What follows belongs to an exercise in optimizing a design on an open flow for a short achievable clock period and few clock cycles; a production flow would make more cautious choices.
At most, simulation tests tie the RTL to the original design; equivalence was not proved.
Only the layout flow was run in runs 2 and 3; the RTL was not checked for function there.
Power is estimated from default activity; no workload was simulated.

<file path="flow/config.mk">
export PLATFORM = sky130hd
export DESIGN_NAME = v33_exec_core
export DESIGN_NICKNAME = v33_exec_core
export VERILOG_FILES = /design/flow/design.v
export SDC_FILE = /design/flow/constraint.sdc
export NUM_CORES = 4
export LEC_CHECK = 0
export ABC_CLOCK_PERIOD_IN_PS = 1500
export CAP_MARGIN = 20
export CORE_MARGIN = 2
export CORE_UTILIZATION = 40
export SETUP_SLACK_MARGIN = 2.6
export SLEW_MARGIN = 20
export TNS_END_PERCENT = 5
</file>
<file path="flow/constraint.sdc">
create_clock -name core_clock -period 4.4 [get_ports {clk}]
set_input_delay 0.8800 -clock core_clock [delete_from_list [all_inputs] [get_ports {clk}]]
set_output_delay 0.8800 -clock core_clock [all_outputs]
set_load 0.01 [all_outputs]
</file>
<file path="flow/design.v">
`default_nettype none
package v33_pkg;
    localparam int WORD_W = 16;
    localparam int BYTE_W = 8;
    typedef struct packed {
        logic [15:0] rmask_rd;    
        logic [7:0]  rmask_ex;    
        logic        rflags;      
        logic        out;         
        logic        out_dw;      
        logic        alu;         
        logic        flag;        
        logic [1:0]  flag_op;     
        logic        wide;        
        logic [2:0]  op;          
        logic [2:0]  dst;         
        logic [2:0]  src;         
        logic        a_reg;       
        logic        b_reg;       
        logic        b_imm;       
        logic        w_en;        
        logic        cvtbw;
        logic        cvtwl;
        logic        psw;
        logic [15:0] imm;
    } q_t;
    localparam int QW = 64;
    typedef struct packed {
        logic [15:0] a_lo;        
        logic [15:0] b_lo;        
        logic [7:0]  a_hi;        
        logic [7:0]  b_hi;        
        logic [15:0] wmask;       
        logic        wflags;      
        logic        out;
        logic        out_dw;
        logic        alu;
        logic        flag;
        logic [1:0]  flag_op;
        logic        wide;
        logic        k_arith;
        logic        k_or;
        logic        k_and;
        logic        k_xor;
        logic        sub;
        logic        use_cin;
        logic        b_imm;
        logic        cvtbw;
        logic        cvtwl;
        logic        psw;
        logic [15:0] imm;
    } rd_t;
    localparam int RW = 98;
endpackage
`default_nettype wire
`timescale 1ns/1ps
`default_nettype none
import v33_pkg::*;
module prefetch_queue #(
    parameter int IQ_DEPTH = 8
) (
    input  logic                       clk,
    input  logic                       reset,
    input  logic [v33_pkg::BYTE_W-1:0] code_byte,
    input  logic                       code_valid,
    output logic                       code_req,
    output logic [v33_pkg::QW-1:0]     head,
    output logic                       head_valid,
    input  logic                       pop
);
    localparam int CNT_W = $clog2(IQ_DEPTH) + 1;
    logic       in_v;
    logic [7:0] in_b;
    logic [1:0] st;
    logic [7:0] s_b0;
    logic [7:0] s_b1;
    logic [1:0] s_len;
    logic [7:0] b0;
    logic [7:0] b1;
    logic [1:0] len0;
    logic       complete;
    logic       push;
    logic [QW-1:0] dec;
    logic [QW-1:0] mem [IQ_DEPTH];
    logic [IQ_DEPTH-1:0] wsel;    
    logic [IQ_DEPTH-1:0] rsel;    
    logic [CNT_W-1:0] count;
    logic [CNT_W-1:0] count_next;
    function automatic [1:0] ilen(input [7:0] b);
        casez (b)
            8'b00???0??: ilen = 2'd2;
            8'b00???10?: ilen = b[0] ? 2'd3 : 2'd2;
            8'b1011????: ilen = b[3] ? 2'd3 : 2'd2;
            8'he6, 8'he7: ilen = 2'd2;
            default: ilen = 2'd1;
        endcase
    endfunction
    always_ff @(posedge clk) begin
        in_b <= code_byte;
        if (reset) begin
            in_v <= 1'b0;
            code_req <= 1'b1;
        end else begin
            in_v <= code_valid && code_req;
            code_req <= count_next <= CNT_W'(IQ_DEPTH - 3);
        end
    end
    assign len0 = ilen(in_b);
    assign b0 = (st == 2'd0) ? in_b : s_b0;
    assign b1 = (st == 2'd1) ? in_b : s_b1;
    assign complete = (st == 2'd0 && len0 == 2'd1) || (st == 2'd1 && s_len == 2'd2)
        || st == 2'd2;
    assign push = in_v && complete;
    instruction_decoder u_dec (
        .b0     (b0),
        .b1     (b1),
        .b2     (in_b),
        .q_bits (dec)
    );
    always_ff @(posedge clk) begin
        if (reset) begin
            st <= 2'd0;
        end else if (in_v) begin
            if (complete) begin
                st <= 2'd0;
            end else begin
                st <= st + 2'd1;
            end
        end
    end
    always_ff @(posedge clk) begin
        if (in_v && st == 2'd0) begin
            s_b0 <= in_b;
            s_len <= len0;
        end
        if (in_v && st == 2'd1) begin
            s_b1 <= in_b;
        end
    end
    always_ff @(posedge clk) begin
        for (int i = 0; i < IQ_DEPTH; i++) begin
            if (wsel[i]) begin
                mem[i] <= dec;
            end
        end
    end
    assign count_next = count + CNT_W'(push) - CNT_W'(pop);
    always_ff @(posedge clk) begin
        if (reset) begin
            wsel <= IQ_DEPTH'(1);
            rsel <= IQ_DEPTH'(1);
            count <= '0;
        end else begin
            if (push) begin
                wsel <= {wsel[IQ_DEPTH-2:0], wsel[IQ_DEPTH-1]};
            end
            if (pop) begin
                rsel <= {rsel[IQ_DEPTH-2:0], rsel[IQ_DEPTH-1]};
            end
            count <= count_next;
        end
    end
    always_comb begin
        head = '0;
        for (int i = 0; i < IQ_DEPTH; i++) begin
            head = head | ({QW{rsel[i]}} & mem[i]);
        end
    end
    assign head_valid = count != '0;
endmodule
`default_nettype wire
`timescale 1ns/1ps
`default_nettype none
import v33_pkg::*;
module instruction_decoder (
    input  logic [7:0]              b0,
    input  logic [7:0]              b1,
    input  logic [7:0]              b2,
    output logic [v33_pkg::QW-1:0]  q_bits
);
    function automatic [15:0] lanes_rd(input [2:0] idx, input w);
        lanes_rd = '0;
        if (w) begin
            lanes_rd[idx] = 1'b1;
        end else begin
            lanes_rd[{idx[2], 1'b0, idx[1:0]}] = 1'b1;
        end
    endfunction
    function automatic [7:0] lanes_ex(input [2:0] idx, input w);
        lanes_ex = '0;
        if (w) begin
            lanes_ex[idx] = 1'b1;
        end
    endfunction
    v33_pkg::q_t q;
    logic [2:0] dst;
    logic [2:0] src;
    logic [2:0] op;
    logic w;
    assign q_bits = q;
    assign op = b0[5:3];
    assign w = b0[0];
    assign dst = b0[1] ? b1[5:3] : b1[2:0];
    assign src = b0[1] ? b1[2:0] : b1[5:3];
    always_comb begin
        q = '0;
        q.wide = w;
        q.op = op;
        q.flag_op = {b0[3], b0[0]};
        q.out_dw = b0[3];
        q.imm = w ? {b2, b1} : {8'h00, b1};
        casez (b0)
            8'b00???0??: begin
                if (b1[7:6] == 2'b11) begin
                    q.alu = 1'b1;
                    q.rflags = op == 3'd2 || op == 3'd3;
                    q.rmask_rd = lanes_rd(dst, w) | lanes_rd(src, w);
                    q.rmask_ex = lanes_ex(dst, w) | lanes_ex(src, w);
                    q.dst = dst;
                    q.src = src;
                    q.a_reg = 1'b1;
                    q.b_reg = 1'b1;
                    q.w_en = op != 3'd7;
                end
            end
            8'b00???10?: begin
                q.alu = 1'b1;
                q.rflags = op == 3'd2 || op == 3'd3;
                q.rmask_rd = lanes_rd(3'd0, w);
                q.rmask_ex = lanes_ex(3'd0, w);
                q.dst = 3'd0;
                q.a_reg = 1'b1;
                q.b_imm = 1'b1;
                q.w_en = op != 3'd7;
            end
            8'b1011????: begin
                q.wide = b0[3];
                q.imm = b0[3] ? {b2, b1} : {8'h00, b1};
                q.dst = b0[2:0];
                q.b_imm = 1'b1;
                q.w_en = 1'b1;
            end
            8'hf5, 8'hf8, 8'hf9: begin
                q.flag = 1'b1;
            end
            8'h98: begin
                q.wide = 1'b1;
                q.dst = 3'd0;
                q.rmask_rd = 16'h0001;  
                q.cvtbw = 1'b1;
                q.w_en = 1'b1;
            end
            8'h99: begin
                q.wide = 1'b1;
                q.dst = 3'd2;
                q.rmask_ex = 8'h01;  
                q.cvtwl = 1'b1;
                q.w_en = 1'b1;
            end
            8'h9f: begin
                q.wide = 1'b0;
                q.dst = 3'd4;  
                q.rflags = 1'b1;
                q.psw = 1'b1;
                q.w_en = 1'b1;
            end
            8'he6, 8'he7, 8'hee, 8'hef: begin
                q.out = 1'b1;
                q.rmask_rd = b0[3] ? 16'h0005 : 16'h0001;
                q.rmask_ex = {5'h00, b0[3], 1'b0, w};
                q.dst = 3'd0;
                q.src = 3'd2;
                q.a_reg = 1'b1;
                q.b_reg = b0[3];
                q.b_imm = !b0[3];
                q.imm = {8'h00, b1};
            end
            default: ;
        endcase
    end
endmodule
`default_nettype wire
`timescale 1ns/1ps
`default_nettype none
import v33_pkg::*;
module operand_stage (
    input  logic                       clk,
    input  logic                       reset,
    input  logic [v33_pkg::QW-1:0]     head,
    input  logic                       head_valid,
    output logic                       pop,
    output logic                       fire,
    output logic [v33_pkg::RW-1:0]     rd_bits,
    output logic [7:0]                 a_lo_n,
    output logic [7:0]                 b_lo_n,
    output logic [7:0]                 b_hi_n,
    output logic [63:0]                hi_flat,
    input  logic [15:0]                wmask1,
    input  logic [7:0]                 wval1,
    input  logic [7:0]                 wmask2_1,
    input  logic [7:0]                 wmask2,
    input  logic [7:0]                 wval2
);
    function automatic [15:0] lo_sel(input [2:0] idx, input w);
        lo_sel = '0;
        if (w) begin
            lo_sel[idx] = 1'b1;
        end else begin
            lo_sel[{idx[2], 1'b0, idx[1:0]}] = 1'b1;
        end
    endfunction
    function automatic [7:0] hi_sel(input [2:0] idx, input w);
        hi_sel = '0;
        if (w) begin
            hi_sel[idx] = 1'b1;
        end
    endfunction
    function automatic [15:0] lanes(input [2:0] idx, input w);
        lanes = lo_sel(idx, w) | {hi_sel(idx, w), 8'h00};
    endfunction
    logic [7:0] lo [8];
    logic [7:0] hi [8];
    v33_pkg::q_t hd;
    v33_pkg::rd_t nx;
    v33_pkg::rd_t rd;
    logic rd_valid;
    logic [1:0] hz;
    logic [15:0] p_w1;
    logic [7:0] p_w2;
    logic stall2;
    logic stall1;
    logic advance;
    logic [7:0] a_lo;
    logic [7:0] b_lo;
    logic [7:0] b_hi;
    logic arith;
    assign hd = head;
    assign rd = rd_bits;
    assign arith = !(hd.op == 3'd1 || hd.op == 3'd4 || hd.op == 3'd6);
    always_comb begin
        nx = '0;
        nx.a_lo = hd.a_reg ? lo_sel(hd.dst, hd.wide) : 16'h0;
        nx.a_hi = hd.a_reg ? hi_sel(hd.dst, hd.wide) : 8'h0;
        nx.b_lo = hd.b_reg ? lo_sel(hd.src, hd.wide || hd.out) : 16'h0;
        nx.b_hi = hd.b_reg ? hi_sel(hd.src, hd.wide || hd.out) : 8'h0;
        nx.wmask = hd.w_en ? lanes(hd.dst, hd.wide) : 16'h0;
        nx.wflags = hd.alu || hd.flag;
        nx.out = hd.out;
        nx.out_dw = hd.out_dw;
        nx.alu = hd.alu;
        nx.flag = hd.flag;
        nx.flag_op = hd.flag_op;
        nx.wide = hd.wide;
        nx.k_arith = hd.alu && arith;
        nx.k_or = !hd.alu || hd.op == 3'd1;
        nx.k_and = hd.alu && hd.op == 3'd4;
        nx.k_xor = hd.alu && hd.op == 3'd6;
        nx.sub = hd.alu && (hd.op == 3'd3 || hd.op == 3'd5 || hd.op == 3'd7);
        nx.use_cin = hd.alu && (hd.op == 3'd2 || hd.op == 3'd3);
        nx.b_imm = hd.b_imm;
        nx.cvtbw = hd.cvtbw;
        nx.cvtwl = hd.cvtwl;
        nx.psw = hd.psw;
        nx.imm = hd.imm;
    end
    assign p_w1 = rd.wide ? {8'h00, rd.wmask[7:0]} : rd.wmask;
    assign p_w2 = rd.wide ? rd.wmask[15:8] : 8'h00;
    assign stall2 = fire && (|(p_w2 & hd.rmask_rd[15:8]));
    assign stall1 = (fire && ((|(p_w1 & hd.rmask_rd)) || (|(p_w2 & hd.rmask_ex))
        || (rd.wflags && hd.rflags) || (rd.out && hd.out)))
        || (|(wmask2_1 & hd.rmask_rd[15:8]));
    assign fire = rd_valid && hz == 2'd0;
    assign advance = hz == 2'd0;
    assign pop = advance && head_valid;
    always_ff @(posedge clk) begin
        if (reset) begin
            rd_valid <= 1'b0;
            hz <= 2'd0;
        end else begin
            if (advance) begin
                rd_valid <= head_valid;
                hz <= !head_valid ? 2'd0 : stall2 ? 2'd2 : stall1 ? 2'd1 : 2'd0;
            end else begin
                hz <= hz - 2'd1;
            end
        end
    end
    always_ff @(posedge clk) begin
        if (advance) begin
            rd_bits <= nx;
        end
    end
    always_comb begin
        a_lo = '0;
        b_lo = '0;
        for (int j = 0; j < 8; j++) begin
            a_lo = a_lo | ({8{rd.a_lo[j]}} & lo[j]) | ({8{rd.a_lo[8 + j]}} & hi[j]);
            b_lo = b_lo | ({8{rd.b_lo[j]}} & lo[j]) | ({8{rd.b_lo[8 + j]}} & hi[j]);
        end
    end
    assign a_lo_n = a_lo;
    assign b_lo_n = (b_lo | ({8{rd.b_imm}} & rd.imm[7:0]) | ({8{rd.cvtbw}} & lo[0]))
        ^ {8{rd.sub}};
    assign b_hi = ({8{rd.b_imm}} & rd.imm[15:8]) | {8{rd.cvtbw && lo[0][7]}};
    assign b_hi_n = b_hi;  
    always_ff @(posedge clk) begin
        for (int j = 0; j < 8; j++) begin
            if (reset) begin
                lo[j] <= '0;
                hi[j] <= '0;
            end else begin
                if (wmask1[j]) begin
                    lo[j] <= wval1;
                end
                if (wmask1[8 + j]) begin
                    hi[j] <= wval1;  
                end else if (wmask2[j]) begin
                    hi[j] <= wval2;
                end
            end
        end
    end
    always_comb begin
        for (int j = 0; j < 8; j++) begin
            hi_flat[8 * j +: 8] = hi[j];
        end
    end
endmodule
`default_nettype wire
`timescale 1ns/1ps
`default_nettype none
import v33_pkg::*;
module alu_execute (
    input  logic                       clk,
    input  logic                       reset,
    input  logic                       fire,
    input  logic [v33_pkg::RW-1:0]     rd_bits,
    input  logic [7:0]                 a_lo_n,
    input  logic [7:0]                 b_lo_n,
    input  logic [7:0]                 b_hi_n,
    input  logic [63:0]                hi_flat,
    output logic [15:0]                wmask1,
    output logic [7:0]                 wmask2_1,
    output logic [7:0]                 wval1,
    output logic [7:0]                 wmask2,
    output logic [7:0]                 wval2,
    output logic                       io_write,
    output logic [v33_pkg::WORD_W-1:0] io_addr,
    output logic [v33_pkg::WORD_W-1:0] io_data
);
    v33_pkg::rd_t rd;
    logic [7:0] hi [8];
    logic [7:0] a1;
    logic [7:0] b1;
    logic [7:0] bh1;
    logic [7:0] a_hi_sel1;
    logic [7:0] b_hi_sel1;
    logic wide1;
    logic k_arith1;
    logic k_or1;
    logic k_and1;
    logic k_xor1;
    logic sub1;
    logic use_cin1;
    logic alu1;
    logic flag1;
    logic [1:0] flag_op1;
    logic out1;
    logic cvtwl1;
    logic psw1;
    logic cin1;
    logic [8:0] s1;
    logic [7:0] res1;
    logic [7:0] a_hi_r;
    logic [7:0] b_hi_r;
    logic [7:0] b_hi_x;
    logic ah7;
    logic [7:0] a2;
    logic [7:0] b2;
    logic c2;
    logic [7:0] res_lo2;
    logic ac2;
    logic wide2;
    logic k_arith2;
    logic k_or2;
    logic k_and2;
    logic k_xor2;
    logic sub2;
    logic alu2;
    logic flag2;
    logic [1:0] flag_op2;
    logic [8:0] s2;
    logic [7:0] res2;
    logic f_cy;
    logic f_ac;
    logic [15:0] f_res;
    logic f_wide;
    logic f_lazy;
    logic f_z;
    logic f_s;
    logic f_p;
    logic [7:0] psw;
    assign rd = rd_bits;
    always_comb begin
        for (int j = 0; j < 8; j++) begin
            hi[j] = hi_flat[8 * j +: 8];
        end
    end
    always_ff @(posedge clk) begin
        if (reset) begin
            wmask1 <= '0;
            wmask2_1 <= '0;
            alu1 <= 1'b0;
            flag1 <= 1'b0;
            out1 <= 1'b0;
        end else begin
            wmask1 <= fire ? (rd.wide ? {8'h00, rd.wmask[7:0]} : rd.wmask) : 16'h0;
            wmask2_1 <= (fire && rd.wide) ? rd.wmask[15:8] : 8'h0;
            alu1 <= fire && rd.alu;
            flag1 <= fire && rd.flag;
            out1 <= fire && rd.out;
        end
    end
    always_ff @(posedge clk) begin
        a1 <= a_lo_n;
        b1 <= b_lo_n;
        bh1 <= b_hi_n;
        a_hi_sel1 <= rd.a_hi;
        b_hi_sel1 <= rd.b_hi;
        wide1 <= rd.wide;
        k_arith1 <= rd.k_arith;
        k_or1 <= rd.k_or;
        k_and1 <= rd.k_and;
        k_xor1 <= rd.k_xor;
        sub1 <= rd.sub;
        use_cin1 <= rd.use_cin;
        flag_op1 <= rd.flag_op;
        cvtwl1 <= rd.cvtwl;
        psw1 <= rd.psw;
    end
    assign f_z = f_lazy && (f_wide ? (f_res == 16'h0) : (f_res[7:0] == 8'h0));
    assign f_s = f_lazy && (f_wide ? f_res[15] : f_res[7]);
    assign f_p = f_lazy && ~^f_res[7:0];
    assign psw = {f_s, f_z, 1'b0, f_ac, 1'b0, f_p, 1'b1, f_cy};
    assign ah7 = hi[0][7];
    assign cin1 = sub1 ^ (use_cin1 && f_cy);
    assign s1 = {1'b0, a1} + {1'b0, b1} + 9'(cin1);
    assign res1 = ({8{k_arith1}} & s1[7:0])
        | ({8{k_or1}} & (a1 | b1))
        | ({8{k_and1}} & (a1 & b1))
        | ({8{k_xor1}} & (a1 ^ b1))
        | ({8{psw1}} & psw)
        | {8{cvtwl1 && ah7}};
    assign wval1 = res1;
    always_comb begin
        a_hi_r = '0;
        b_hi_r = '0;
        for (int j = 0; j < 8; j++) begin
            a_hi_r = a_hi_r | ({8{a_hi_sel1[j]}} & hi[j]);
            b_hi_r = b_hi_r | ({8{b_hi_sel1[j]}} & hi[j]);
        end
    end
    assign b_hi_x = (b_hi_r | bh1 | {8{cvtwl1 && ah7}}) ^ {8{sub1 && wide1}};
    always_ff @(posedge clk) begin
        if (reset) begin
            io_write <= 1'b0;
        end else begin
            io_write <= out1;
        end
        io_addr <= {b_hi_r, b1};
        io_data <= {a_hi_r, a1};
    end
    always_ff @(posedge clk) begin
        if (reset) begin
            wmask2 <= '0;
            alu2 <= 1'b0;
            flag2 <= 1'b0;
        end else begin
            wmask2 <= wmask2_1;
            alu2 <= alu1;
            flag2 <= flag1;
        end
    end
    always_ff @(posedge clk) begin
        a2 <= a_hi_r;
        b2 <= b_hi_x;
        c2 <= s1[8];
        res_lo2 <= res1;
        ac2 <= a1[4] ^ b1[4] ^ s1[4] ^ sub1;
        wide2 <= wide1;
        k_arith2 <= k_arith1;
        k_or2 <= k_or1;
        k_and2 <= k_and1;
        k_xor2 <= k_xor1;
        sub2 <= sub1;
        flag_op2 <= flag_op1;
    end
    assign s2 = {1'b0, a2} + {1'b0, b2} + 9'(c2);
    assign res2 = ({8{k_arith2}} & s2[7:0])
        | ({8{k_or2}} & (a2 | b2))
        | ({8{k_and2}} & (a2 & b2))
        | ({8{k_xor2}} & (a2 ^ b2));
    assign wval2 = res2;
    always_ff @(posedge clk) begin
        if (reset) begin
            f_cy <= 1'b0;
            f_ac <= 1'b0;
            f_res <= '0;
            f_wide <= 1'b0;
            f_lazy <= 1'b0;
        end else if (alu2) begin
            f_cy <= k_arith2 && ((wide2 ? s2[8] : c2) ^ sub2);
            f_ac <= k_arith2 && ac2;
            f_res <= {res2, res_lo2};
            f_wide <= wide2;
            f_lazy <= 1'b1;
        end else if (flag2) begin
            f_cy <= flag_op2[1] ? flag_op2[0] : !f_cy;
        end
    end
endmodule
`default_nettype wire
`timescale 1ns/1ps
`default_nettype none
import v33_pkg::*;
module v33_exec_core #(
    parameter int IQ_DEPTH = 8
) (
    input  logic                       clk,
    input  logic                       reset,
    input  logic [v33_pkg::BYTE_W-1:0] code_byte,
    input  logic                       code_valid,
    output logic                       code_req,
    output logic                       io_write,
    output logic [v33_pkg::WORD_W-1:0] io_addr,
    output logic [v33_pkg::WORD_W-1:0] io_data
);
    logic [QW-1:0] head;
    logic head_valid;
    logic pop;
    logic fire;
    logic [RW-1:0] rd_bits;
    logic [7:0] a_lo_n;
    logic [7:0] b_lo_n;
    logic [7:0] b_hi_n;
    logic [63:0] hi_flat;
    logic [15:0] wmask1;
    logic [7:0] wval1;
    logic [7:0] wmask2;
    logic [7:0] wmask2_1;
    logic [7:0] wval2;
    prefetch_queue #(
        .IQ_DEPTH(IQ_DEPTH)
    ) u_queue (
        .clk        (clk),
        .reset      (reset),
        .code_byte  (code_byte),
        .code_valid (code_valid),
        .code_req   (code_req),
        .head       (head),
        .head_valid (head_valid),
        .pop        (pop)
    );
    operand_stage u_operand (
        .clk        (clk),
        .reset      (reset),
        .head       (head),
        .head_valid (head_valid),
        .pop        (pop),
        .fire       (fire),
        .rd_bits    (rd_bits),
        .a_lo_n     (a_lo_n),
        .b_lo_n     (b_lo_n),
        .b_hi_n     (b_hi_n),
        .hi_flat    (hi_flat),
        .wmask1     (wmask1),
        .wmask2_1   (wmask2_1),
        .wval1      (wval1),
        .wmask2     (wmask2),
        .wval2      (wval2)
    );
    alu_execute u_execute (
        .clk      (clk),
        .reset    (reset),
        .fire     (fire),
        .rd_bits  (rd_bits),
        .a_lo_n   (a_lo_n),
        .b_lo_n   (b_lo_n),
        .b_hi_n   (b_hi_n),
        .hi_flat  (hi_flat),
        .wmask1   (wmask1),
        .wmask2_1 (wmask2_1),
        .wval1    (wval1),
        .wmask2   (wmask2),
        .wval2    (wval2),
        .io_write (io_write),
        .io_addr  (io_addr),
        .io_data  (io_data)
    );
endmodule
`default_nettype wire
</file>
<file path="flow/run.sh">
#!/bin/bash
# synth_recipe.tcl (not shown) runs the flow's synth.tcl, then flattens the netlist and writes it again
# the make line also repeats each setting of config.mk as NAME=value (left out here)
make -C /OpenROAD-flow-scripts/flow DESIGN_CONFIG=/design/flow/config.mk WORK_HOME=/design/flow/orfs CLKGATE_MAP_FILE= SYNTH_SCRIPT=/design/flow/synth_recipe.tcl finish
</file>
==> impl_results.md, run 1 <==
- Initial Utilization: about two fifths
- Worst Tran Pin Value: roughly 1.1 ns
- CP Launch Point: u_execute.f_cy
- Area grow syn2layout: 18.6%
- Synth cell types: just over 90
- Max-cap violations: 0
- Endpoints failing hold: 0
- CTS tree: yes
- Area leader, netlist: edfxtp_1
- # nets final: between 2k and 3k
- Final ANT Viol Nets: 0
- Number of flops mapped to enable cells by yosys: roughly 580
- Placed Cells incl. Taps: 3828
- Critical-path maximum fanout: 4
- Drt pass-1 iters: 6
- Finished Core Util: between 40 and 50%
- Total gr overflow: 0
- Max_slew headroom: 27.4%
- Post-synthesis async set-or-reset flop share: 0%
- Worst-Skew Late Latency: around 0.67 ns
- CP required: 4.89 ns
- Endpoints failing setup: 0
- Syn_nets: between 2k and 3k
- Power density over the cells: 612 nW/um^2
- Final Instance Area: between 40000 and 50000 sq um
- Chip Width: between 300 and 400 microns
- Post-layout min period: roughly 2.7 ns
- Post-synthesis sequential area ratio: approximately two thirds
- All-layer global routing usage: a little under a quarter
- Global-route wire length before repair: about 160000 microns
- Crit path launch type: register
- Mean Syn Cell Area: 13.0 sq um
- Site Rows: roughly 110
- Ranking of synthesized cells by area: edfxtp_1, dfxtp_1, a22oi_1
- RD Place Congestion: 0.992
- Fillers: roughly 7.7k
- Clk buf depth: 3
- Tcrit/Tclk final: just over 60%
- Post-route worst setup slack: about 1.7 ns
- Crit path kind: register to register
- Min Hold Slack: around 0.33 ns
- # diodes: 0
- M1 wire length: around 47000 microns
- # hold bufs at CTS: 0
- # clock sinks: 909
- Max Fclk: around 370 MHz
- Final std cells w/o fill: about 4k
- Initial antenna violation count: 1
- Core Box Area: a little under 90000 sq um
- Worst slack, placed: around 0.96 ns
- Arr. time, crit path: roughly 3.2 ns
- Largest net degree at the start of global routing: 97
- Final Slew Violations: 0
- Met3 wire len: 8650 microns
- Fin Clk Skew: roughly 0.024 ns
- Vias in the first global route: between 20k and 25k
- Total power: roughly 26 mW
- CTS root buffer: clkbuf_16
- Maximum VDD drop: 0.359 mV
- RSZ-0062 raised after global routing: yes
- Mapped Area: approximately 36000 sq um
- Met2 WL: roughly 53000 microns
- Worst Setup End Kind: register
- # H-tree levels: 3
- Yosys top cell area share: 48.4%
- IO buf count: 44
- Residual DRC: 0
- Post-synthesis register bit count: 909
- Layout cell share with drive strength beyond 1: between 10% and 20%
- Status: complete, no violations
- Worst reg2reg startpoint: u_execute.f_cy
- Die H: between 300 and 400 microns
- Static leakage power: roughly 15 nW
- Vias: between 20k and 30k
- DR WL/cell: ~28 microns
- Top Metal Used: met5
- Vias per cell: between 6 and 7
- Hpwl dp: 70800 microns
- 1st-iter DRT viols: around 3.0k
- Routed WL: roughly 110000 microns
- Synth warn: 8
- Clock slew at reported path FFs: 0.06 ns
- DIE AREA: between 90000 and 100000 sq um
- Hold Startpoint: u_execute.flag_op1[1]
- Syn Inst Count: between 2k and 3k
- Worst min path class: register to register
- Num CTS Buffers: slightly above 90
- Io pins: 45
- Setup_tns: 0 ns
- Cell Area, Placed: approximately 37000 sq um
- Ys flop type: edfxtp_1
[cell families after synthesis]
group,synth area share [%]
DFF,66.8
AOI/OAI and AO/OA,16.5
and+or+nand+nor,9.02
buffers and inverters,3.25
adders and majority gates,2.09
muxes,1.66
xor gates and xnor gates,0.610
[path summary, 6_finish.rpt]
check                     endpoint  slack, ns  cells after the start
max             u_operand.lo[3][6]       1.67                     13
max reg2reg     u_operand.lo[3][6]       1.67                     13
min          u_execute.flag_op2[1]       0.33                      0
min reg2reg  u_execute.flag_op2[1]       0.33                      0
[worst max-delay path, cell delays in order (launching register included)]
cell,delay [ns]
dfxtp_2,0.34
nand2_2,0.07
xor2_2,0.15
fa_2,0.36
fa_2,0.36
nor2b_1,0.12
o21ai_1,0.11
a21boi_2,0.19
nor4_1,0.06
a311o_1,0.31
a21boi_4,0.17
buf_6,0.14
clkbuf_16,0.14
a211oi_2,0.06
[synthesized netlist by cell type, types with 11 or more instances]
cell type  instances
a21o_1            12
nand2b_1          22
a221oi_1          50
and3_1            15
inv_1             83
edfxtp_1         579
xor2_1            12
mux2_2            16
o211ai_1          11
o21ai_0           45
a22o_1            49
clkbuf_1         107
a22oi_1          334
nand2_1           87
buf_1             30
xnor2_1           13
nor3_1            30
a211oi_1         114
nand4_1           86
ha_1              52
nor2b_1           34
nand3_1           28
a21oi_1           73
mux2i_1           34
and2_1            29
buf_2             30
dfxtp_1          330
nor2_1           279
[per-layer routing]
| metal | up-vias | track usage (%) |
|---|---|---|
| met4 | 2 | 9.26 |
| met1 | 12603 | 32.5 |
| met3 | 265 | 4.23 |
| met2 | 1259 | 38.3 |
| met5 | - | 0.414 |
| li1 | 10883 | - |
[placed cells by master, fill, tap and decap left out, drive strengths merged, types with 22 or more instances in the layout]
cell type and n:
nor2b 34, and2 30, a22oi 338, buf 146, a221oi 53, clkinv 33
o21ai 51, clkdlybuf4s50 43, ha 52, a21oi 76, a22o 49, nand4 89
nand2 88, nand3 28, edfxtp 579, clkbuf 125, nand2b 22, a211oi 117
nor3 31, mux2i 37, dfxtp 330, inv 86, nor2 281
[report_power, final]
group | switching [mW] | internal (mW) | total, mW
combinational | 3.92 | 2.49 | 6.41
clock | 3.33 | 4.59 | 7.93
sequential | 1.51 | 10.2 | 11.7
total | 8.77 | 17.3 | 26.0
[final cells by class]
class                      count  area (sq um)  share of cell area [%]
timing repair inverter         1          7.51                  0.0176
clock inverter                49           604                    1.42
timing repair buffer         194          1920                    4.52
multi-input combinational   1584         11700                    27.4
tap                         1165          1460                    3.42
sequential                   909         24100                    56.6
clock buffer                 120          2480                    5.82
inverter                      87           365                   0.858
[sequential cells by signal, summed over array words and instances (netlist names), 16 cells and up]
signal / count
u_operand.hi: 64
u_execute.f_res: 16
u_operand.rd_bits: 97
u_queue.mem: 464
u_operand.lo: 64
u_execute.wmask1: 16
u_execute.io_addr: 16
[what timing repair did]
action,4_1_cts,5_1_grt
buffers inserted,68,36
pin swaps,31,35
resized for setup,211,84
setup endpoints to repair,1043,994
cloned,2,6
Testbench counts, summed over its fixed seeds: cycles 44,762.
==> inputs of run 2 (changes only) <==
--- a/flow/design.v
+++ b/flow/design.v
@@ -58,5 +58,5 @@
 import v33_pkg::*;
 module prefetch_queue #(
-    parameter int IQ_DEPTH = 8
+    parameter int IQ_DEPTH = 5
 ) (
     input  logic                       clk,
@@ -292,7 +292,10 @@
     output logic                       fire,
     output logic [v33_pkg::RW-1:0]     rd_bits,
-    output logic [7:0]                 a_lo_n,
-    output logic [7:0]                 b_lo_n,
+    output logic [7:0]                 p_n,
+    output logic [7:0]                 g_n,
+    output logic [7:0]                 lg_n,
     output logic [7:0]                 b_hi_n,
+    output logic [7:0]                 io_addr_lo,
+    output logic [7:0]                 io_data_lo,
     output logic [63:0]                hi_flat,
     input  logic [15:0]                wmask1,
@@ -335,4 +338,5 @@
     logic [7:0] b_hi;
     logic arith;
+    logic [7:0] b_x;
     assign hd = head;
     assign rd = rd_bits;
@@ -399,10 +403,19 @@
         end
     end
-    assign a_lo_n = a_lo;
-    assign b_lo_n = (b_lo | ({8{rd.b_imm}} & rd.imm[7:0]) | ({8{rd.cvtbw}} & lo[0]))
-        ^ {8{rd.sub}};
+    assign b_x = b_lo | ({8{rd.b_imm}} & rd.imm[7:0]) | ({8{rd.cvtbw}} & lo[0]);
+    assign p_n = a_lo ^ b_x ^ {8{rd.sub}};
+    assign g_n = a_lo & (b_x ^ {8{rd.sub}});
+    assign lg_n = ({8{rd.k_or}} & (a_lo | b_x))
+        | ({8{rd.k_and}} & (a_lo & b_x))
+        | ({8{rd.k_xor}} & (a_lo ^ b_x));
     assign b_hi = ({8{rd.b_imm}} & rd.imm[15:8]) | {8{rd.cvtbw && lo[0][7]}};
     assign b_hi_n = b_hi;  
     always_ff @(posedge clk) begin
+        if (fire && rd.out) begin
+            io_addr_lo <= b_x;
+            io_data_lo <= a_lo;
+        end
+    end
+    always_ff @(posedge clk) begin
         for (int j = 0; j < 8; j++) begin
             if (reset) begin
@@ -436,6 +449,7 @@
     input  logic                       fire,
     input  logic [v33_pkg::RW-1:0]     rd_bits,
-    input  logic [7:0]                 a_lo_n,
-    input  logic [7:0]                 b_lo_n,
+    input  logic [7:0]                 p_n,
+    input  logic [7:0]                 g_n,
+    input  logic [7:0]                 lg_n,
     input  logic [7:0]                 b_hi_n,
     input  logic [63:0]                hi_flat,
@@ -446,11 +460,36 @@
     output logic [7:0]                 wval2,
     output logic                       io_write,
-    output logic [v33_pkg::WORD_W-1:0] io_addr,
-    output logic [v33_pkg::WORD_W-1:0] io_data
+    output logic [7:0]                 io_addr_hi,
+    output logic [7:0]                 io_data_hi
 );
+    function automatic [8:0] carries(input [7:0] p, input [7:0] g, input c);
+        logic [7:0] gg;
+        logic [7:0] pp;
+        logic [7:0] ng;
+        logic [7:0] np;
+        gg = g;
+        pp = p;
+        for (int l = 0; l < 3; l++) begin
+            ng = gg;
+            np = pp;
+            for (int i = 0; i < 8; i++) begin
+                if ((i >> l) & 1) begin
+                    ng[i] = gg[i] | (pp[i] & gg[((i >> l) << l) - 1]);
+                    np[i] = pp[i] & pp[((i >> l) << l) - 1];
+                end
+            end
+            gg = ng;
+            pp = np;
+        end
+        carries[0] = c;
+        for (int i = 0; i < 8; i++) begin
+            carries[i + 1] = gg[i] | (pp[i] & c);
+        end
+    endfunction
     v33_pkg::rd_t rd;
     logic [7:0] hi [8];
-    logic [7:0] a1;
-    logic [7:0] b1;
+    logic [7:0] p1;
+    logic [7:0] g1;
+    logic [7:0] lg1;
     logic [7:0] bh1;
     logic [7:0] a_hi_sel1;
@@ -470,12 +509,14 @@
     logic psw1;
     logic cin1;
-    logic [8:0] s1;
+    logic [8:0] c1;
     logic [7:0] res1;
     logic [7:0] a_hi_r;
     logic [7:0] b_hi_r;
     logic [7:0] b_hi_x;
+    logic [7:0] b_hi_l;
     logic ah7;
-    logic [7:0] a2;
-    logic [7:0] b2;
+    logic [7:0] p2;
+    logic [7:0] g2;
+    logic [7:0] lg2;
     logic c2;
     logic [7:0] res_lo2;
@@ -483,12 +524,9 @@
     logic wide2;
     logic k_arith2;
-    logic k_or2;
-    logic k_and2;
-    logic k_xor2;
     logic sub2;
     logic alu2;
     logic flag2;
     logic [1:0] flag_op2;
-    logic [8:0] s2;
+    logic [8:0] cc2;
     logic [7:0] res2;
     logic f_cy;
@@ -523,6 +561,7 @@
     end
     always_ff @(posedge clk) begin
-        a1 <= a_lo_n;
-        b1 <= b_lo_n;
+        p1 <= p_n;
+        g1 <= g_n;
+        lg1 <= lg_n;
         bh1 <= b_hi_n;
         a_hi_sel1 <= rd.a_hi;
@@ -545,9 +584,7 @@
     assign ah7 = hi[0][7];
     assign cin1 = sub1 ^ (use_cin1 && f_cy);
-    assign s1 = {1'b0, a1} + {1'b0, b1} + 9'(cin1);
-    assign res1 = ({8{k_arith1}} & s1[7:0])
-        | ({8{k_or1}} & (a1 | b1))
-        | ({8{k_and1}} & (a1 & b1))
-        | ({8{k_xor1}} & (a1 ^ b1))
+    assign c1 = carries(p1, g1, cin1);
+    assign res1 = ({8{k_arith1}} & (p1 ^ c1[7:0]))
+        | lg1
         | ({8{psw1}} & psw)
         | {8{cvtwl1 && ah7}};
@@ -561,5 +598,6 @@
         end
     end
-    assign b_hi_x = (b_hi_r | bh1 | {8{cvtwl1 && ah7}}) ^ {8{sub1 && wide1}};
+    assign b_hi_l = b_hi_r | bh1 | {8{cvtwl1 && ah7}};
+    assign b_hi_x = b_hi_l ^ {8{sub1 && wide1}};
     always_ff @(posedge clk) begin
         if (reset) begin
@@ -568,6 +606,6 @@
             io_write <= out1;
         end
-        io_addr <= {b_hi_r, b1};
-        io_data <= {a_hi_r, a1};
+        io_addr_hi <= b_hi_r;
+        io_data_hi <= a_hi_r;
     end
     always_ff @(posedge clk) begin
@@ -583,22 +621,19 @@
     end
     always_ff @(posedge clk) begin
-        a2 <= a_hi_r;
-        b2 <= b_hi_x;
-        c2 <= s1[8];
+        p2 <= a_hi_r ^ b_hi_x;
+        g2 <= a_hi_r & b_hi_x;
+        lg2 <= ({8{k_or1}} & (a_hi_r | b_hi_l))
+            | ({8{k_and1}} & (a_hi_r & b_hi_l))
+            | ({8{k_xor1}} & (a_hi_r ^ b_hi_l));
+        c2 <= c1[8];
         res_lo2 <= res1;
-        ac2 <= a1[4] ^ b1[4] ^ s1[4] ^ sub1;
+        ac2 <= c1[4] ^ sub1;
         wide2 <= wide1;
         k_arith2 <= k_arith1;
-        k_or2 <= k_or1;
-        k_and2 <= k_and1;
-        k_xor2 <= k_xor1;
         sub2 <= sub1;
         flag_op2 <= flag_op1;
     end
-    assign s2 = {1'b0, a2} + {1'b0, b2} + 9'(c2);
-    assign res2 = ({8{k_arith2}} & s2[7:0])
-        | ({8{k_or2}} & (a2 | b2))
-        | ({8{k_and2}} & (a2 & b2))
-        | ({8{k_xor2}} & (a2 ^ b2));
+    assign cc2 = carries(p2, g2, c2);
+    assign res2 = ({8{k_arith2}} & (p2 ^ cc2[7:0])) | lg2;
     assign wval2 = res2;
     always_ff @(posedge clk) begin
@@ -610,5 +645,5 @@
             f_lazy <= 1'b0;
         end else if (alu2) begin
-            f_cy <= k_arith2 && ((wide2 ? s2[8] : c2) ^ sub2);
+            f_cy <= k_arith2 && ((wide2 ? cc2[8] : c2) ^ sub2);
             f_ac <= k_arith2 && ac2;
             f_res <= {res2, res_lo2};
@@ -625,5 +660,5 @@
 import v33_pkg::*;
 module v33_exec_core #(
-    parameter int IQ_DEPTH = 8
+    parameter int IQ_DEPTH = 5
 ) (
     input  logic                       clk,
@@ -641,6 +676,7 @@
     logic fire;
     logic [RW-1:0] rd_bits;
-    logic [7:0] a_lo_n;
-    logic [7:0] b_lo_n;
+    logic [7:0] p_n;
+    logic [7:0] g_n;
+    logic [7:0] lg_n;
     logic [7:0] b_hi_n;
     logic [63:0] hi_flat;
@@ -670,7 +706,10 @@
         .fire       (fire),
         .rd_bits    (rd_bits),
-        .a_lo_n     (a_lo_n),
-        .b_lo_n     (b_lo_n),
+        .p_n        (p_n),
+        .g_n        (g_n),
+        .lg_n       (lg_n),
         .b_hi_n     (b_hi_n),
+        .io_addr_lo (io_addr[7:0]),
+        .io_data_lo (io_data[7:0]),
         .hi_flat    (hi_flat),
         .wmask1     (wmask1),
@@ -685,6 +724,7 @@
         .fire     (fire),
         .rd_bits  (rd_bits),
-        .a_lo_n   (a_lo_n),
-        .b_lo_n   (b_lo_n),
+        .p_n      (p_n),
+        .g_n      (g_n),
+        .lg_n     (lg_n),
         .b_hi_n   (b_hi_n),
         .hi_flat  (hi_flat),
@@ -695,6 +735,6 @@
         .wval2    (wval2),
         .io_write (io_write),
-        .io_addr  (io_addr),
-        .io_data  (io_data)
+        .io_addr_hi (io_addr[15:8]),
+        .io_data_hi (io_data[15:8])
     );
 endmodule
--- a/flow/config.mk
+++ b/flow/config.mk
@@ -9,5 +9,5 @@
 export CAP_MARGIN = 20
 export CORE_MARGIN = 2
-export CORE_UTILIZATION = 40
+export CORE_UTILIZATION = 50
 export SETUP_SLACK_MARGIN = 2.6
 export SLEW_MARGIN = 20
==> impl_results.md, run 2 <==
- Tcrit/Tclk final: 60.5% (-1.5 points)
- Clock slew at reported path FFs: 0.06 ns (about the same)
- Most used cell, CP: ha_4
- Hpwl dp: 63500 microns (-10%)
- Finished Core Util: 60.0% (+12 points)
- Arr. time, crit path: 3.20 ns (-0.02 ns)
- Mean Syn Cell Area: 12.0 sq um (-7.7%)
- Slowest CP cell: fa_2
- Core Box Area: 60000 sq um (-32%)
- Max_slew headroom: 23.9% (-3.5 points)
- Most common cell in the netlist: edfxtp_1
- # diodes: 0 (unchanged)
- Final Slew Violations: 0 (unchanged)
- 1st-iter DRT viols: 2579 (-14%)
- Area leader, netlist: edfxtp_1
- Crit path buf inv count: 3 (+1)
- Endpoints failing setup: 0 (unchanged)
- Worst Tran Pin Value: 1.13 ns (+0.0445 ns)
- Most flop-heavy register: u_queue.mem
- Area grow syn2layout: 19.0%
- CP required: 4.93 ns (+0.04 ns)
- Crit path launch type: register
- Ys flop type: edfxtp_1
- Commonest cells after routing, fill and taps aside: edfxtp_1, dfxtp_1, nor2_1
- # H-tree levels: 3 (unchanged)
- Worst Setup End Kind: register
- Routed WL: 95600 microns (-16%)
- Status: complete, no violations
- Mapped Area: 30200 sq um (-16%)
- RD Place Congestion: 0.986 (-0.57%)
- Setup_tns: 0 ns (unchanged)
- RSZ-0062 raised after global routing: yes
- Post-synthesis sequential area ratio: 63.6% (-3.2 points)
- Total gr overflow: 0 (unchanged)
- Clk buf depth: 3 (unchanged)
- Layout cell share with drive strength beyond 1: 16.8% (-1.6 points)
- Final Instance Area: 36000 sq um (-15%)
- Fin Clk Skew: 0.0231 ns (-0.00135 ns)
- Residual DRC: 0 (unchanged)
- Post-layout min period: 2.66 ns (-0.0672 ns)
- Max-cap violations: 0 (unchanged)
- CTS root buffer: clkbuf_16
- Static leakage power: 13.2 nW (-9.1%)
- Worst min path class: register to register
- Cell Area, Placed: 31300 sq um (-16%)
- Crit path kind: register to register
- Fillers: 4697 (-39%)
- DR WL/cell: 27.7 microns (+0.48%)
- DIE AREA: 62400 sq um (-32%)
- CTS tree: yes
- Syn_nets: 2590 (-8.5%)
- Synth cell types: 76 (-18%)
- Vias per cell: 6.38 (+4.9%)
- Ranking of synthesized cells by area: edfxtp_1, dfxtp_1, a22oi_1
- Top delay family on crit path: adder cells
- Die H: 250 microns (-18%)
- Initial antenna violation count: 0 (-1)
- Initial Utilization: 50.4% (+9.9 points)
- Worst-Skew Late Latency: 0.65 ns (-0.02 ns)
- Max FFs per register: 290 (-38%)
- Biggest regs: u_queue.mem: 290 flops, u_operand.rd_bits: 97 flops
- # nets final: 2675 (-8.9%)
- # clock sinks: 750 (-17%)
- All-layer global routing usage: 30.0% (+6.1 points)
- IO buf count: 44 (unchanged)
- Max Fclk: 375 MHz (+2.5%)
- Num CTS Buffers: 78 (-14%)
- Drt pass-1 iters: 8 (+2)
- Post-synthesis register bit count: 750 (-17%)
- Maximum VDD drop: 0.442 mV (+23%)
- Cell chain of the critical path: nor3b_4 -> a32oi_2 -> o211ai_1 -> a21oi_2 -> buf_6 -> inv_4 -> ha_4 -> inv_2 -> ha_4 -> fa_2 -> nand2_1 -> a31o_2
- Number of flops mapped to enable cells by yosys: 421 (-27%)
- Critical-path maximum fanout: 4 (unchanged)
- Synth warn: 8 (unchanged)
- Commonest non-fill, non-tap cell in the layout: edfxtp_1
- Power density over the cells: 631 nW/um^2 (+3.2%)
- Endpoints failing hold: 0 (unchanged)
- Vias in the first global route: 20.9k (-13%)
- Largest net degree at the start of global routing: 61 (-37%)
- Global-route wire length before repair: 139000 microns (-15%)
- Final ANT Viol Nets: 0 (unchanged)
- Site Rows: 90 (-17%)
- Chip Width: 250 microns (-18%)
- Post-synthesis async set-or-reset flop share: 0% (unchanged)
- Yosys top cell area share: 41.8% (-6.6 points)
- Crit path largest cell delay: 0.57 ns (+0.21 ns)
- Vias: 22.1k (-12%)
- Syn Inst Count: 2523 (-8.7%)
- Io pins: 45 (unchanged)
- Commonest cells in the netlist: edfxtp_1, dfxtp_1, nor2_1, a22oi_1, nand2_1
## run 2: worst paths after layout
path / startpoint / to / slack, ns / cells past startpoint
setup / recovery: u_queue.in_b[6] / u_queue.code_req / 1.74 / 12
hold / removal: u_execute.flag_op1[1] / u_execute.flag_op2[1] / 0.33 / 0
setup reg to reg: u_queue.in_b[6] / u_queue.code_req / 1.74 / 12
hold reg to reg: u_execute.flag_op1[1] / u_execute.flag_op2[1] / 0.33 / 0
## run 2: what timing repair did
| item | CTS | global route |
|---|---|---|
| hold buffers | 0 | 0 |
| setup endpoints to repair | 745 | 791 |
| pin swaps | 27 | 47 |
| resized for setup | 142 | 113 |
| buffers inserted | 54 | 45 |
| gates cloned | 4 | 4 |
## run 2: cells by family (layout without fill, tap and decap cells)
| group | after synthesis | in the layout | synth area share, % |
|---|---|---|---|
| compound gates | 735 | 735 | 18.3 |
| buf+inv | 257 | 406 | 3.34 |
| simple gates | 655 | 656 | 10.2 |
| flops | 750 | 750 | 63.6 |
| fa+ha+maj | 56 | 56 | 2.34 |
| mux | 34 | 34 | 1.15 |
| xor+xnor | 36 | 36 | 1.04 |
## run 2: area by class of cell
cell class                 instances  area (sq um)  share of cell area [%]
tap                              782           978                    2.72
timing repair buffer             180          1860                    5.16
inverter                          81           340                   0.946
clock inverter                    34           473                    1.31
multi-input combinational       1517         10800                    30.1
clock buffer                     111          2210                    6.13
sequential                       750         19300                    53.6
## run 2: metrics by stage
stage	setup slack [ns]	hold WS [ns]	power, mW	cells
floorplan	1.02	0.310	12.5	2523
global placement	1.24	0.315	14.6	3203
detailed placement	1.15	0.319	14.6	3203
CTS	1.82	0.332	22.0	3406
global route	1.65	0.334	23.5	3455
finish	1.74	0.330	22.7	3455
## run 2: report_power, final
group          switching (mW)  leakage [nW]  internal [mW]  total [mW]
clock network            2.75          1.31           4.06        6.81
registers                1.52          6.93           8.58        10.1
logic                    3.51          4.96           2.28        5.79
total                    7.79          13.2           14.9        22.7
## run 2: per-layer routing
| metal | global-route usage (%) | wire length (microns) | vias up |
|---|---|---|---|
| li1 | - | - | 9791 |
| met2 | 48.6 | 44800 | 1139 |
| met1 | 38.9 | 37600 | 10828 |
| met4 | 15.4 | 5970 | 0 |
| met5 | 0 | 0 | - |
| met3 | 5.27 | 7120 | 294 |
==> inputs of run 3 (changes only) <==
--- a/flow/design.v
+++ b/flow/design.v
@@ -69,22 +69,23 @@
     input  logic                       pop
 );
-    localparam int CNT_W = $clog2(IQ_DEPTH) + 1;
     logic       in_v;
     logic [7:0] in_b;
-    logic [1:0] st;
+    logic       in_l1;    
+    logic       in_l2;    
+    logic [2:0] st;       
+    logic       s_l2;     
     logic [7:0] s_b0;
     logic [7:0] s_b1;
-    logic [1:0] s_len;
-    logic [7:0] b0;
-    logic [7:0] b1;
-    logic [1:0] len0;
     logic       complete;
-    logic       push;
+    logic       i_v;
+    logic [7:0] i_b0;
+    logic [7:0] i_b1;
+    logic [7:0] i_b2;
     logic [QW-1:0] dec;
     logic [QW-1:0] mem [IQ_DEPTH];
     logic [IQ_DEPTH-1:0] wsel;    
     logic [IQ_DEPTH-1:0] rsel;    
-    logic [CNT_W-1:0] count;
-    logic [CNT_W-1:0] count_next;
+    logic [IQ_DEPTH-1:0] cnt;     
+    logic [IQ_DEPTH-1:0] cnt_next;
     function automatic [1:0] ilen(input [7:0] b);
         casez (b)
@@ -98,4 +99,6 @@
     always_ff @(posedge clk) begin
         in_b <= code_byte;
+        in_l1 <= ilen(code_byte) == 2'd1;
+        in_l2 <= ilen(code_byte) == 2'd2;
         if (reset) begin
             in_v <= 1'b0;
@@ -103,54 +106,60 @@
         end else begin
             in_v <= code_valid && code_req;
-            code_req <= count_next <= CNT_W'(IQ_DEPTH - 3);
+            code_req <= !cnt_next[IQ_DEPTH-3];
         end
     end
-    assign len0 = ilen(in_b);
-    assign b0 = (st == 2'd0) ? in_b : s_b0;
-    assign b1 = (st == 2'd1) ? in_b : s_b1;
-    assign complete = (st == 2'd0 && len0 == 2'd1) || (st == 2'd1 && s_len == 2'd2)
-        || st == 2'd2;
-    assign push = in_v && complete;
-    instruction_decoder u_dec (
-        .b0     (b0),
-        .b1     (b1),
-        .b2     (in_b),
-        .q_bits (dec)
-    );
+    assign complete = (st[0] && in_l1) || (st[1] && s_l2) || st[2];
     always_ff @(posedge clk) begin
         if (reset) begin
-            st <= 2'd0;
-        end else if (in_v) begin
-            if (complete) begin
-                st <= 2'd0;
-            end else begin
-                st <= st + 2'd1;
+            st <= 3'b001;
+            i_v <= 1'b0;
+        end else begin
+            if (in_v) begin
+                st <= complete ? 3'b001 : {st[1:0], 1'b0};
             end
+            i_v <= in_v && complete;
         end
     end
     always_ff @(posedge clk) begin
-        if (in_v && st == 2'd0) begin
+        if (in_v && st[0]) begin
             s_b0 <= in_b;
-            s_len <= len0;
+            s_l2 <= in_l2;
         end
-        if (in_v && st == 2'd1) begin
+        if (in_v && st[1]) begin
             s_b1 <= in_b;
         end
+        i_b0 <= st[0] ? in_b : s_b0;
+        i_b1 <= st[1] ? in_b : s_b1;
+        i_b2 <= in_b;
     end
+    instruction_decoder u_dec (
+        .b0     (i_b0),
+        .b1     (i_b1),
+        .b2     (i_b2),
+        .q_bits (dec)
+    );
     always_ff @(posedge clk) begin
         for (int i = 0; i < IQ_DEPTH; i++) begin
-            if (wsel[i]) begin
+            if (i_v && wsel[i]) begin
                 mem[i] <= dec;
             end
         end
     end
-    assign count_next = count + CNT_W'(push) - CNT_W'(pop);
+    always_comb begin
+        if (i_v && !pop) begin
+            cnt_next = {cnt[IQ_DEPTH-2:0], 1'b1};
+        end else if (pop && !i_v) begin
+            cnt_next = {1'b0, cnt[IQ_DEPTH-1:1]};
+        end else begin
+            cnt_next = cnt;
+        end
+    end
     always_ff @(posedge clk) begin
         if (reset) begin
             wsel <= IQ_DEPTH'(1);
             rsel <= IQ_DEPTH'(1);
-            count <= '0;
+            cnt <= '0;
         end else begin
-            if (push) begin
+            if (i_v) begin
                 wsel <= {wsel[IQ_DEPTH-2:0], wsel[IQ_DEPTH-1]};
             end
@@ -158,5 +167,5 @@
                 rsel <= {rsel[IQ_DEPTH-2:0], rsel[IQ_DEPTH-1]};
             end
-            count <= count_next;
+            cnt <= cnt_next;
         end
     end
@@ -167,5 +176,5 @@
         end
     end
-    assign head_valid = count != '0;
+    assign head_valid = cnt[0];
 endmodule
 `default_nettype wire
@@ -248,4 +257,6 @@
                 q.dst = 3'd0;
                 q.rmask_rd = 16'h0001;  
+                q.src = 3'd0;
+                q.b_reg = 1'b1;  
                 q.cvtbw = 1'b1;
                 q.w_en = 1'b1;
@@ -347,5 +358,5 @@
         nx.a_hi = hd.a_reg ? hi_sel(hd.dst, hd.wide) : 8'h0;
         nx.b_lo = hd.b_reg ? lo_sel(hd.src, hd.wide || hd.out) : 16'h0;
-        nx.b_hi = hd.b_reg ? hi_sel(hd.src, hd.wide || hd.out) : 8'h0;
+        nx.b_hi = (hd.b_reg && !hd.cvtbw) ? hi_sel(hd.src, hd.wide || hd.out) : 8'h0;
         nx.wmask = hd.w_en ? lanes(hd.dst, hd.wide) : 16'h0;
         nx.wflags = hd.alu || hd.flag;
@@ -371,5 +382,5 @@
     assign p_w2 = rd.wide ? rd.wmask[15:8] : 8'h00;
     assign stall2 = fire && (|(p_w2 & hd.rmask_rd[15:8]));
-    assign stall1 = (fire && ((|(p_w1 & hd.rmask_rd)) || (|(p_w2 & hd.rmask_ex))
+    assign stall1 = (fire && ((|(p_w1 & hd.rmask_rd)) || (|((p_w2 | p_w1[15:8]) & hd.rmask_ex))
         || (rd.wflags && hd.rflags) || (rd.out && hd.out)))
         || (|(wmask2_1 & hd.rmask_rd[15:8]));
@@ -396,12 +407,14 @@
     end
     always_comb begin
-        a_lo = '0;
-        b_lo = '0;
+        a_lo = {8{|(rd.a_lo & wmask1)}} & wval1;
+        b_lo = {8{|(rd.b_lo & wmask1)}} & wval1;
         for (int j = 0; j < 8; j++) begin
-            a_lo = a_lo | ({8{rd.a_lo[j]}} & lo[j]) | ({8{rd.a_lo[8 + j]}} & hi[j]);
-            b_lo = b_lo | ({8{rd.b_lo[j]}} & lo[j]) | ({8{rd.b_lo[8 + j]}} & hi[j]);
+            a_lo = a_lo | ({8{rd.a_lo[j] && !wmask1[j]}} & lo[j])
+                | ({8{rd.a_lo[8 + j] && !wmask1[8 + j]}} & hi[j]);
+            b_lo = b_lo | ({8{rd.b_lo[j] && !wmask1[j]}} & lo[j])
+                | ({8{rd.b_lo[8 + j] && !wmask1[8 + j]}} & hi[j]);
         end
     end
-    assign b_x = b_lo | ({8{rd.b_imm}} & rd.imm[7:0]) | ({8{rd.cvtbw}} & lo[0]);
+    assign b_x = b_lo | ({8{rd.b_imm}} & rd.imm[7:0]);
     assign p_n = a_lo ^ b_x ^ {8{rd.sub}};
     assign g_n = a_lo & (b_x ^ {8{rd.sub}});
@@ -409,5 +422,5 @@
         | ({8{rd.k_and}} & (a_lo & b_x))
         | ({8{rd.k_xor}} & (a_lo ^ b_x));
-    assign b_hi = ({8{rd.b_imm}} & rd.imm[15:8]) | {8{rd.cvtbw && lo[0][7]}};
+    assign b_hi = ({8{rd.b_imm}} & rd.imm[15:8]) | {8{rd.cvtbw && b_lo[7]}};
     assign b_hi_n = b_hi;  
     always_ff @(posedge clk) begin
@@ -428,5 +441,6 @@
                 if (wmask1[8 + j]) begin
                     hi[j] <= wval1;  
-                end else if (wmask2[j]) begin
+                end
+                if (wmask2[j]) begin
                     hi[j] <= wval2;
                 end
@@ -493,4 +507,5 @@
     logic [7:0] lg1;
     logic [7:0] bh1;
+    logic [15:0] m1;
     logic [7:0] a_hi_sel1;
     logic [7:0] b_hi_sel1;
@@ -520,5 +535,4 @@
     logic [7:0] lg2;
     logic c2;
-    logic [7:0] res_lo2;
     logic ac2;
     logic wide2;
@@ -547,4 +561,5 @@
     always_ff @(posedge clk) begin
         if (reset) begin
+            m1 <= '0;
             wmask1 <= '0;
             wmask2_1 <= '0;
@@ -553,5 +568,6 @@
             out1 <= 1'b0;
         end else begin
-            wmask1 <= fire ? (rd.wide ? {8'h00, rd.wmask[7:0]} : rd.wmask) : 16'h0;
+            m1 <= fire ? (rd.wide ? {8'h00, rd.wmask[7:0]} : rd.wmask) : 16'h0;
+            wmask1 <= m1;
             wmask2_1 <= (fire && rd.wide) ? rd.wmask[15:8] : 8'h0;
             alu1 <= fire && rd.alu;
@@ -589,5 +605,7 @@
         | ({8{psw1}} & psw)
         | {8{cvtwl1 && ah7}};
-    assign wval1 = res1;
+    always_ff @(posedge clk) begin
+        wval1 <= res1;
+    end
     always_comb begin
         a_hi_r = '0;
@@ -627,5 +645,4 @@
             | ({8{k_xor1}} & (a_hi_r ^ b_hi_l));
         c2 <= c1[8];
-        res_lo2 <= res1;
         ac2 <= c1[4] ^ sub1;
         wide2 <= wide1;
@@ -647,5 +664,5 @@
             f_cy <= k_arith2 && ((wide2 ? cc2[8] : c2) ^ sub2);
             f_ac <= k_arith2 && ac2;
-            f_res <= {res2, res_lo2};
+            f_res <= {res2, wval1};
             f_wide <= wide2;
             f_lazy <= 1'b1;
==> impl_results.md, run 3 <==
- Status: complete, no violations
- 1st-iter DRT viols: 2615 (+1.4%)
- Mapped Area: 31800 sq um (+5.2%)
- Io pins: 45 (unchanged)
- Post-layout min period: 2.47 ns (-0.191 ns)
- Clock slew at reported path FFs: 0.06 ns (about the same)
- Critical-path maximum fanout: 8 (+4)
- Worst-Skew Late Latency: 0.65 ns (about the same)
- Finished Core Util: 60.5% (+0.55 points)
- Final std cells w/o fill: 3655 (+5.8%)
- RSZ-0062 raised after global routing: yes
- Hold Path Sink: u_execute.flag_op2[1]
- All-layer global routing usage: 30.5% (+0.48 points)
- Most flop-heavy register: u_queue.mem
- Commonest cells after routing, fill and taps aside: edfxtp_1, dfxtp_1, a22oi_1
- Maximum VDD drop: 0.333 mV (-25%)
- Max FFs per register: 290 (unchanged)
- WHS Path Cells: 0 (unchanged)
- CTS root buffer: clkbuf_16
- Ys flop type: edfxtp_1
- RD Place Congestion: 0.960 (-2.6%)
- Static leakage power: 13.6 nW (+3.3%)
- Worst r2r dst: u_execute.lg1[4]
- Global-route wire length before repair: 148000 microns (+6.6%)
- Max Fclk: 404 MHz (+7.7%)
- Total gr overflow: 0 (unchanged)
- # H-tree levels: 3 (unchanged)
- Largest net degree at the start of global routing: 88 (+44%)
- Post-synthesis sequential area ratio: 63.2% (-0.40 points)
- Setup_tns: 0 ns (unchanged)
- Initial antenna violation count: 2 (+2)
- Endpoints failing hold: 0 (unchanged)
- Crit path kind: register to register
- Area grow syn2layout: 19.8%
- Initial Utilization: 50.5% (+0.14 points)
- Worst Tran Pin Value: 1.12 ns (-0.0167 ns)
- Reg2reg setup slack: 1.93 ns (+0.19 ns)
- Arr. time, crit path: 2.97 ns (-0.23 ns)
- Max_slew headroom: 25.6% (+1.7 points)
- Area leader, netlist: edfxtp_1
- Max-cap violations: 0 (unchanged)
- Biggest regs: u_queue.mem: 290 flops, u_operand.rd_bits: 97 flops
- Post-synthesis async set-or-reset flop share: 0% (unchanged)
- CP required: 4.90 ns (-0.03 ns)
- Chip Width: 256 microns (+2.5%)
- Vias in the first global route: 21.8k (+4.2%)
- Worst min path class: register to register
- Worst reg-to-reg path cell count: 9 (-3)
- Final Instance Area: 38100 sq um (+5.9%)
- Layout cell share with drive strength beyond 1: 17.7% (+0.98 points)
- Final Slew Violations: 0 (unchanged)
- Vias: 22.9k (+3.7%)
- Cell Area, Placed: 33100 sq um (+5.8%)
- Worst slack, placed: 0.988 ns (-0.164 ns)
- IO buf count: 44 (unchanged)
- Final ANT Viol Nets: 0 (unchanged)
- Die H: 256 microns (+2.5%)
- DIE AREA: 65600 sq um (+5.1%)
- Ranking of synthesized cells by area: edfxtp_1, dfxtp_1, a22oi_1
- Fillers: 5009 (+6.6%)
- Syn Inst Count: 2619 (+3.8%)
- Routed WL: 103000 microns (+7.5%)
- Mean Syn Cell Area: 12.1 sq um (+1.3%)
- Syn_nets: 2686 (+3.7%)
- Tcrit/Tclk final: 56.2% (-4.3 points)
- Post-route worst setup slack: 1.93 ns (+0.191 ns)
- Vias per cell: 6.26 (-2.0%)
- Placed Cells incl. Taps: 3385 (+5.7%)
- # clock sinks: 794 (+5.9%)
- Worst reg2reg startpoint: u_execute.wmask1[4]
- Yosys top cell area share: 39.7% (-2.2 points)
- Endpoints failing setup: 0 (unchanged)
- Drt pass-1 iters: 18 (+10)
- Fin Clk Skew: 0.0302 ns (+0.00715 ns)
- Synth warn: 8 (unchanged)
- Num CTS Buffers: 83 (+6.4%)
- # nets final: 2808 (+5.0%)
- Worst Setup End Kind: register
- Site Rows: 92 (+2.2%)
- CTS tree: yes
- Synth cell types: 80 (+5.3%)
- Number of flops mapped to enable cells by yosys: 420 (-0.24%)
- Post-synthesis register bit count: 794 (+5.9%)
- Core Box Area: 63000 sq um (+4.9%)
- Residual DRC: 0 (unchanged)
- Power density over the cells: 472 nW/um^2 (-25%)
- Hold Startpoint: u_execute.flag_op1[1]
- Commonest cells in the netlist: edfxtp_1, dfxtp_1, a22oi_1, nor2_1, a211oi_1
- Hpwl dp: 68200 microns (+7.5%)
- Most common cell in the netlist: edfxtp_1
- DR WL/cell: 28.1 microns (+1.6%)
- Clk buf depth: 3 (unchanged)
- Crit path launch type: register
- Commonest non-fill, non-tap cell in the layout: edfxtp_1
- # hold bufs at CTS: 0 (unchanged)
[run 3: cell types whose count changed after synthesis, sizes merged, moves of 30 or more]
cell    delta
a211o     -34
dfxtp     +45
a22oi     +62
and3b     +30
nor2      -53
a221oi    -39
o21ai     -39
nand2     -32
mux2i     +35
nor2b    +120
a211oi    +48
a22o      -41
[run 3: logic make-up after synthesis]
| kind of cell | count (synthesis) | share of synthesized area [%] |
|---|---|---|
| flops | 794 | 63.2 |
| compound gates | 653 | 15.4 |
| simple gates | 744 | 12.5 |
| fa+ha+maj | 56 | 2.20 |
| xor+xnor | 37 | 1.02 |
| buf+inv | 255 | 3.09 |
| mux | 80 | 2.59 |
[run 3: power by group]
group,switching [mW],total (mW),internal (mW)
sequential,0.426,8.61,8.19
combinational,1.54,2.45,0.906
clock,2.90,6.92,4.01
[run 3: worst max path at each step]
stage                                from                     to  slack (ns)  cells after the start
floorplan                 u_operand.hz[1]         u_queue.cnt[3]        1.21                      8
finish                u_execute.wmask1[4]       u_execute.lg1[4]        1.93                      9
global route              u_queue.rsel[0]  u_operand.rd_bits[48]        1.87                     12
CTS                 u_operand.rd_bits[66]       u_execute.lg1[7]        1.98                      7
global placement          u_queue.rsel[0]  u_operand.rd_bits[44]        1.13                     10
detailed placement        u_queue.rsel[0]  u_operand.rd_bits[43]        0.99                     10
[run 3: timing repair]
item                                    CTS  global route
cloned                                    6             2
resized for setup                       180           141
setup buffers                            60            49
pin swaps                                35            53
endpoints found under the setup margin  714           746
[run 3: final cells by class]
| cell class | instances | area, sq um | area share, % |
|---|---|---|---|
| clock buffer | 120 | 2380 | 6.24 |
| antenna | 2 | 5.00 | 0.0131 |
| sequential | 794 | 20200 | 53.0 |
| tap | 846 | 1060 | 2.78 |
| multi-input combinational | 1571 | 11600 | 30.5 |
| clock inverter | 31 | 335 | 0.880 |
| inverter | 79 | 307 | 0.805 |
| timing repair buffer | 212 | 2210 | 5.79 |
[run 3: layer usage]
metal	track usage, %	vias up	share of wire, %
li1	-	10159	-
met1	38.8	11327	40
met2	50.6	1067	48
met3	4.75	310	6.5
met4	15.6	2	5.6
met5	0	-	0.011
[run 3: critical path, stage by stage (launching register included)]
cell     delay [ns]
dfxtp_2        0.40
nor2b_2        0.60
a22oi_1        0.20
nand4_1        0.12
nor2_1         0.06
o21ai_1        0.19
buf_4          0.23
ha_1           0.26
a22oi_1        0.18
o21ai_1        0.09
[run 3: metrics by stage]
| stage | hold WS, ns | total power [mW] |
|---|---|---|
| global placement | 0.318 | 10.6 |
| detailed placement | 0.320 | 10.6 |
| floorplan | 0.310 | 9.73 |
| finish | 0.328 | 18.0 |
| CTS | 0.331 | 17.8 |
| global route | 0.341 | 18.6 |

what the ideal ports hide:
No port has a modelled driver above. Below, the same layouts with a new extraction and two added sets of constraints. Step 1, drivers: a clkbuf_16 drives clk and a buf_2 each remaining input, both assumed. Step 2 also shifts input and output timing later by t, the mid clock arrival at the registers, as if the neighbouring blocks saw the same clock. Slacks: ideal ports / drivers / drivers and shift; pairs: ideal ports / drivers.
| run | t, ns | setup slack, ns | clock arrival spread, ns | slew at the worst register clock pin (ns) |
|---|---|---|---|---|
| run 1 | 0.722 | 1.670 / 1.670 / 1.670 | 0.029 / 0.029 | 0.07 / 0.07 |
| run 2 | 0.695 | 1.737 / 1.737 / 1.737 | 0.033 / 0.033 | 0.06 / 0.06 |
| run 3 | 0.702 | 1.928 / 1.928 / 1.928 | 0.034 / 0.035 | 0.07 / 0.07 |
After both steps setup and hold are still met in every run listed.
